Background: an optimization exercise with open tools, aiming at small area. Do not read the settings as production practice.
Function was checked by simulation only, so behaviour that the tests miss may differ from the original.
No activity file was given, so power comes from the tool's default toggle rates. The flow treats the clock pin as an ideal source, which a real chip does not have.

==> inputs of run a <==
==> flow/design.v <==
`timescale 1ns/1ps
module uart_axil_bridge_top #(
    parameter int N_BANKS       = 4,
    parameter int REGS_PER_BANK = 8,
    parameter int CLKS_PER_BIT  = 8
) (
    input  logic aclk,
    input  logic aresetn,
    input  logic rxd,
    output logic txd
);
    logic [1:0]   sync;
    logic [6:0]   t;
    logic         clr;            
    logic [7:0]   f [8];
    logic [127:0] g [8];
    logic         rx_busy;
    logic [2:0]   rx_bit;
    logic [3:0]   rx_byte;
    logic         rb;
    logic         cand_wr;        
    logic         op_ok;          
    logic         err;            
    logic [2:0]   lane;           
    logic         cur_wr;
    logic         pend;           
    logic         act;            
    logic         tx_busy;
    logic         tx_hdr;
    logic [2:0]   tx_by;
    logic [3:0]   tx_st;
    logic         nb;
    logic         ph0;
    logic         rx_data;
    logic         rx_wr;
    logic         rx_last;
    logic         ftap;
    logic         fresh;
    logic         txv;
    logic [1:0]   w;
    logic         gout;
    logic         wbit;
    logic         cbit;
    logic         win0;
    logic         g_wr;
    logic         f_cp;
    logic         in_set;
    assign ph0     = t[2:0] == 3'd0;
    assign rx_data = !rx_byte[3];
    assign rx_wr   = rx_data && t[2:0] == rx_bit;
    assign rx_last = rx_wr && rx_byte[2:0] == 3'd7 && rx_bit == 3'd7;
    always_comb
    begin
        case (rx_byte[2:0])
            3'd0:    in_set = rx_bit >= 3'd5;
            3'd1:    in_set = rx_bit >= 3'd2;
            3'd2,
            3'd3:    in_set = 1'b1;
            default: in_set = 1'b0;
        endcase
    end
    assign w    = {f[0][4], f[0][3]};
    assign gout = g[lane][0];
    assign wbit = f[{1'b1, t[4:3]}][0];
    assign cbit = gout && !err;
    assign win0 = pend && t[4:0] == 5'd31 && t[6:5] == w - 1'b1;
    assign g_wr = act && cur_wr && !err;
    assign f_cp = act && !cur_wr;
    assign ftap   = f[tx_by][0];
    assign fresh  = (t[2:0] == tx_st[2:0]) ? ftap : nb;
    always_comb
    begin
        if (tx_st[3])
        begin
            txv = tx_st[0];
        end
        else if (tx_hdr)
        begin
            txv = tx_st[2] ? (cur_wr ^ !tx_st[0]) : err;
        end
        else
        begin
            txv = fresh;
        end
    end
    always_ff @(posedge aclk)
    begin
        if (!aresetn)
        begin
            sync    <= 2'b11;
            t       <= '0;
            clr     <= 1'b1;
            rx_busy <= 1'b0;
            rx_bit  <= 3'd7;
            rx_byte <= 4'd15;
            pend    <= 1'b0;
            act     <= 1'b0;
            tx_busy <= 1'b0;
            txd     <= 1'b1;
        end
        else
        begin
            sync <= {sync[0], rxd};
            t    <= t + 1'b1;
            if (t == 7'd127)
            begin
                clr <= 1'b0;
            end
            if (ph0)
            begin
                if (!rx_busy)
                begin
                    rx_busy <= !sync[1];
                end
                else
                begin
                    rx_bit <= rx_bit + 1'b1;
                    if (rx_bit == 3'd6)
                    begin
                        rx_busy <= 1'b0;
                    end
                    if (rx_bit == 3'd7)
                    begin
                        rx_byte <= rx_byte[3] ? {rx_byte[2], 3'd0} : rx_byte + 1'b1;
                    end
                end
            end
            if (rx_last)
            begin
                rx_byte <= 4'd15;
                pend    <= op_ok;
            end
            if (win0)
            begin
                pend <= 1'b0;
                act  <= 1'b1;
            end
            if (act && t[4:0] == 5'd31)
            begin
                act     <= 1'b0;
                tx_busy <= 1'b1;
            end
            if (ph0 && tx_busy)
            begin
                txd <= txv;
                if (!tx_hdr && tx_by == 3'd7 && tx_st == 4'd9)
                begin
                    tx_busy <= 1'b0;
                end
            end
        end
    end
    always_ff @(posedge aclk)
    begin
        if (ph0 && rx_busy)
        begin
            rb <= sync[1];
        end
        if (rx_wr)
        begin
            if (rx_byte[2:0] == 3'd0 && rx_bit == 3'd0)
            begin
                err <= 1'b0;
            end
            else if (rb && in_set)
            begin
                err <= 1'b1;
            end
        end
        if (win0)
        begin
            lane <= {f[1][2], f[1][1], f[0][5]};
        end
        if (rx_byte == 4'd8 && t[2:0] == rx_bit && rx_bit[2])
        begin
            case (rx_bit[1:0])
                2'd0: begin cand_wr <= !rb; op_ok <= 1'b1; end
                2'd1, 2'd3: op_ok <= op_ok && (rb == cand_wr);
                default: op_ok <= op_ok && (rb != cand_wr);
            endcase
        end
        if (rx_last)
        begin
            cur_wr <= cand_wr;
        end
        if (act && t[4:0] == 5'd31)
        begin
            tx_hdr <= 1'b1;
            tx_by  <= 3'd0;
            tx_st  <= 4'd8;
        end
        else if (ph0 && tx_busy)
        begin
            if (tx_st == 4'd8)
            begin
                tx_st <= 4'd0;
            end
            else if (tx_st == 4'd9)
            begin
                tx_st <= 4'd8;
                if (tx_hdr)
                begin
                    tx_hdr <= 1'b0;
                end
                else
                begin
                    tx_by <= tx_by + 1'b1;
                end
            end
            else if (tx_st == 4'd7)
            begin
                tx_st <= 4'd9;
            end
            else
            begin
                tx_st <= tx_st + 1'b1;
            end
        end
        nb <= fresh;
    end
    always_ff @(posedge aclk)
    begin
        for (int b = 0; b < 8; b++)
        begin
            if (rx_wr && rx_byte[2:0] == 3'(b))
            begin
                f[b] <= {rb, f[b][7:1]};
            end
            else if (f_cp && b >= 4 && t[4:3] == 2'(b - 4))
            begin
                f[b] <= {cbit, f[b][7:1]};
            end
            else
            begin
                f[b] <= {f[b][0], f[b][7:1]};
            end
        end
    end
    always_ff @(posedge aclk)
    begin
        for (int l = 0; l < 8; l++)
        begin
            g[l] <= {clr ? 1'b0 : (g_wr && lane == 3'(l)) ? wbit : g[l][0], g[l][127:1]};
        end
    end
endmodule
==> flow/run.sh <==
#!/bin/bash
# synth_recipe.tcl (not shown) runs the flow's synth.tcl, then flattens the netlist and writes it again
# the make line also repeats each setting of config.mk as NAME=value (left out here)
make -C /OpenROAD-flow-scripts/flow DESIGN_CONFIG=/design/flow/config.mk WORK_HOME=/design/flow/orfs CLKGATE_MAP_FILE= SYNTH_SCRIPT=/design/flow/synth_recipe.tcl finish
==> flow/config.mk <==
export PLATFORM = sky130hd
export DESIGN_NAME = uart_axil_bridge_top
export DESIGN_NICKNAME = uart_axil_bridge_top
export VERILOG_FILES = /design/flow/design.v
export SDC_FILE = /design/flow/constraint.sdc
export NUM_CORES = 4
export LEC_CHECK = 0
export CAP_MARGIN = 20
export CORE_MARGIN = 2
export CORE_UTILIZATION = 40
export CTS_CLUSTER_DIAMETER = 80
export CTS_CLUSTER_SIZE = 34
export SLEW_MARGIN = 20
==> flow/constraint.sdc <==
create_clock -name core_clock -period 5.0 [get_ports {aclk}]
set_input_delay 1.0000 -clock core_clock [delete_from_list [all_inputs] [get_ports {aclk}]]
set_output_delay 1.0000 -clock core_clock [all_outputs]
set_load 0.01 [all_outputs]
==> run b: changes against run a <==
==> flow/design.v (replaced) <==
`timescale 1ns/1ps
module uart_axil_bridge_top #(
    parameter int N_BANKS       = 4,
    parameter int REGS_PER_BANK = 8,
    parameter int CLKS_PER_BIT  = 8
) (
    input  logic aclk,
    input  logic aresetn,
    input  logic rxd,
    output logic txd
);
    localparam logic [3:0] ST_START = 4'd15;
    localparam logic [3:0] ST_STOP  = 4'd8;
    localparam logic [3:0] ST_PEND  = 4'd10;    
    localparam logic [3:0] ST_ACT   = 4'd11;    
    localparam logic [3:0] ST_CLR   = 4'd12;    
    localparam logic [3:0] ST_IDLE  = 4'd14;
    logic [1:0]   sync;
    logic [6:0]   t;
    logic [7:0]   f [8];
    logic [127:0] g [8];
    logic         rx_busy;
    logic [2:0]   rx_bit;
    logic [3:0]   rx_byte;
    logic         rb;
    logic         cand_wr;        
    logic         op_ok;          
    logic         err;            
    logic [2:0]   lane;           
    logic [3:0]   st;
    logic [3:0]   tx_by;
    logic         nb;
    logic         ph0;
    logic         clr;
    logic         pend;
    logic         act;
    logic         rx_wr;
    logic         rx_last;
    logic         ftap;
    logic         fresh;
    logic         txv;
    logic [1:0]   w;
    logic         gout;
    logic         wbit;
    logic         cbit;
    logic         win0;
    logic         g_wr;
    logic         f_cp;
    logic         in_set;
    assign ph0     = t[2:0] == 3'd0;
    assign clr     = st == ST_CLR;
    assign pend    = st == ST_PEND;
    assign act     = st == ST_ACT;
    assign rx_wr   = !rx_byte[3] && t[2:0] == rx_bit;
    assign rx_last = rx_wr && rx_byte[2:0] == 3'd7 && rx_bit == 3'd7;
    always_comb
    begin
        case (rx_byte[2:0])
            3'd0:    in_set = rx_bit >= 3'd5;
            3'd1:    in_set = rx_bit >= 3'd2;
            3'd2,
            3'd3:    in_set = 1'b1;
            default: in_set = 1'b0;
        endcase
    end
    assign w    = {f[0][4], f[0][3]};
    assign gout = g[lane][0];
    assign wbit = f[{1'b1, t[4:3]}][0];
    assign cbit = gout && !err;
    assign win0 = pend && t[4:0] == 5'd31 && t[6:5] == w;
    assign g_wr = act && cand_wr && !err;
    assign f_cp = act && !cand_wr;
    assign ftap  = f[tx_by[2:0]][0];
    assign fresh = (t[2:0] == st[2:0]) ? ftap : nb;
    always_comb
    begin
        if (st[3])
        begin
            txv = st != ST_START;
        end
        else if (tx_by[3])
        begin
            txv = !st[2] ? err : (st[1:0] == 2'd0) ? !cand_wr : !txd;
        end
        else
        begin
            txv = fresh;
        end
    end
    always_ff @(posedge aclk)
    begin
        sync <= {sync[0], rxd};
        if (!aresetn)
        begin
            t       <= 7'd1;
            rx_busy <= 1'b0;
            rx_bit  <= 3'd7;
            rx_byte <= 4'd14;
            st      <= ST_CLR;
            txd     <= 1'b1;
        end
        else
        begin
            t <= t + 1'b1;
            if (ph0)
            begin
                if (!rx_busy)
                begin
                    rx_busy <= !sync[1];
                end
                else
                begin
                    rx_bit <= rx_bit + 1'b1;
                    if (rx_bit == 3'd6)
                    begin
                        rx_busy <= 1'b0;
                    end
                    if (rx_bit == 3'd7)
                    begin
                        rx_byte <= rx_byte + 1'b1;
                    end
                end
                txd <= txv;
            end
            if (rx_last)
            begin
                rx_byte <= 4'd14;
            end
            case (st)
                ST_STOP:
                begin
                    if (ph0) st <= (tx_by == 4'd7) ? ST_IDLE : ST_START;
                end
                ST_PEND:
                begin
                    if (win0) st <= ST_ACT;
                end
                ST_ACT:
                begin
                    if (t[4:0] == 5'd31) st <= ST_START;
                end
                ST_CLR:
                begin
                    if (t == 7'd0) st <= ST_IDLE;
                end
                ST_START, 4'd0, 4'd1, 4'd2, 4'd3, 4'd4, 4'd5, 4'd6, 4'd7:
                begin
                    if (ph0) st <= st + 1'b1;
                end
                default:
                begin
                    if (rx_last && op_ok) st <= ST_PEND;
                end
            endcase
        end
    end
    always_ff @(posedge aclk)
    begin
        if (ph0 && rx_busy)
        begin
            rb <= sync[1];
        end
        if (rx_wr)
        begin
            if (rx_byte[2:0] == 3'd0 && rx_bit == 3'd0)
            begin
                err <= 1'b0;
            end
            else if (rb && in_set)
            begin
                err <= 1'b1;
            end
        end
        if (win0)
        begin
            lane <= {f[1][2], f[1][1], f[0][5]};
        end
        if (rx_byte == 4'd15 && t[2:0] == rx_bit && rx_bit[2])
        begin
            case (rx_bit[1:0])
                2'd0: begin cand_wr <= !rb; op_ok <= 1'b1; end
                2'd1, 2'd3: op_ok <= op_ok && (rb == cand_wr);
                default: op_ok <= op_ok && (rb != cand_wr);
            endcase
        end
        if (act && t[4:0] == 5'd31)
        begin
            tx_by <= 4'd15;
        end
        else if (ph0 && st == ST_STOP)
        begin
            tx_by <= tx_by + 1'b1;
        end
        nb <= fresh;
    end
    always_ff @(posedge aclk)
    begin
        for (int b = 0; b < 8; b++)
        begin
            if (rx_wr && rx_byte[2:0] == 3'(b))
            begin
                f[b] <= {rb, f[b][7:1]};
            end
            else if (f_cp && b >= 4 && t[4:3] == 2'(b - 4))
            begin
                f[b] <= {cbit, f[b][7:1]};
            end
            else
            begin
                f[b] <= {f[b][0], f[b][7:1]};
            end
        end
    end
    always_ff @(posedge aclk)
    begin
        for (int l = 0; l < 8; l++)
        begin
            g[l] <= {clr ? 1'b0 : (g_wr && lane == 3'(l)) ? wbit : g[l][0], g[l][127:1]};
        end
    end
endmodule
==> flow/flow/run.sh (new file) <==
#!/bin/bash
# The standard ORFS layout (standard.sh) with three changes:
# - synthesis maps the combinational logic for area (flow/mysynth.tcl) and
#   leaves adders to abc instead of half/full adder cells;
# - clock tree synthesis inserts no dummy loads.
# All of make's output goes to make_finish.log; ORFS keeps each step's log
# under orfs/logs/.
set -euo pipefail
export FLOW_WORK="$PWD"
bash standard.sh ADDER_MAP_FILE= SYNTH_SCRIPT="$PWD/flow/mysynth.tcl" \
    CTS_ARGS="-sink_clustering_enable -repair_clock_nets -sink_clustering_size 36 -sink_clustering_max_diameter 60 -dont_use_dummy_load" \
    finish > make_finish.log 2>&1
==> flow/flow/mysynth.tcl (new file) <==
# synth_recipe.tcl (the standard synthesis) with only the technology mapping of
# the combinational logic changed: abc runs an area-oriented script instead of
# ORFS's delay-oriented one. Flip-flops are mapped before abc runs, so the
# registers, their names and their cells are the standard synthesis's.
proc abc {args} {
  set out {}
  set i 0
  while {$i < [llength $args]} {
    set a [lindex $args $i]
    if {$a eq "-script" || $a eq "-constr" || $a eq "-D"} {
      incr i 2
      continue
    }
    lappend out $a
    incr i
  }
  yosys abc {*}$out -script "+strash;&get,-n;&st;&syn2;&dch,-f;&nf,-R,1000;&put;"
}
source $::env(FLOW_WORK)/synth_recipe.tcl
==> flow/standard.sh (new file) <==
#!/bin/bash
# synth_recipe.tcl (not shown) runs the flow's synth.tcl, then flattens the netlist and writes it again
# the make line also repeats each setting of config.mk as NAME=value (left out here)
make -C /OpenROAD-flow-scripts/flow DESIGN_CONFIG=/design/flow/config.mk WORK_HOME=/design/flow/orfs CLKGATE_MAP_FILE= SYNTH_SCRIPT=/design/flow/synth_recipe.tcl "${@:-finish}"
CORE_UTILIZATION = 65   (was 40)
CTS_CLUSTER_DIAMETER = not set   (was 80)
CTS_CLUSTER_SIZE = not set   (was 34)
PLACE_DENSITY = 0.75   (was not set)
removed: flow/run.sh
==> summary.txt <==
item                                                            run a      run b
Status                               no timing/DRC/antenna violations  no timing/DRC/antenna violations
Routing usage on met1                                           12.7%      22.9%
Most utilized layer in the global route result                   met1       met2
Maximum VDD drop                                             0.314 mV   0.375 mV
Count of flip-flops with a built-in enable after synthesis          8          7
Number of non-clock inverters                                      23          2
Post-layout instance area                                   26700 um2  25400 um2
Internal reg-to-reg setup slack                               3100 ps    2040 ps
Ratio of cells with drive above 1 in the final layout           5.06%      3.19%
Clk. pwr                                                      4.10 mW    3.86 mW
Post-synthesis register bit count                                1127       1122
Vias per inst                                                    3.88       4.48
Power share of the combinational group                           0.3%       1.2%
Post-Syn Area                                               24600 um2  23800 um2
Xor/xnor cell area share of the yosys netlist                  0.626%     0.589%
Initial standard-cell utilization of the core                   40.6%      65.4%
Power dissipated by switching net loads                       2.53 mW    2.51 mW
Total Power                                                   13.1 mW    13.0 mW
Filler Cells Inserted                                            5250       2203

-- separate check: timing with driven ports --
The results above use ideal ports. As a check the final layouts listed here were re-extracted and re-timed, cells and wires unchanged.
Step 1: set_driving_cell puts a clkbuf_16 on aclk and a buf_2 on each other input, an assumption about the parent block.
Step 2 times the ports against the registers' clock, not the clock port: input delays grow and output delays shrink by t, the midpoint of the rising clock arrivals with the driver on.
a / b / c = ideal / step 1 / step 2; a / b = the first two.
| run | t (ns) | slack for setup (ns) | worst data-port slew with drivers (ns) |
|---|---|---|---|
| run a | 0.646 | 2.533 / 2.472 / 2.622 | 0.03 |
| run b | 0.610 | 2.043 / 2.043 / 2.043 | 0.04 |
After both steps setup and hold are still met in every run listed.
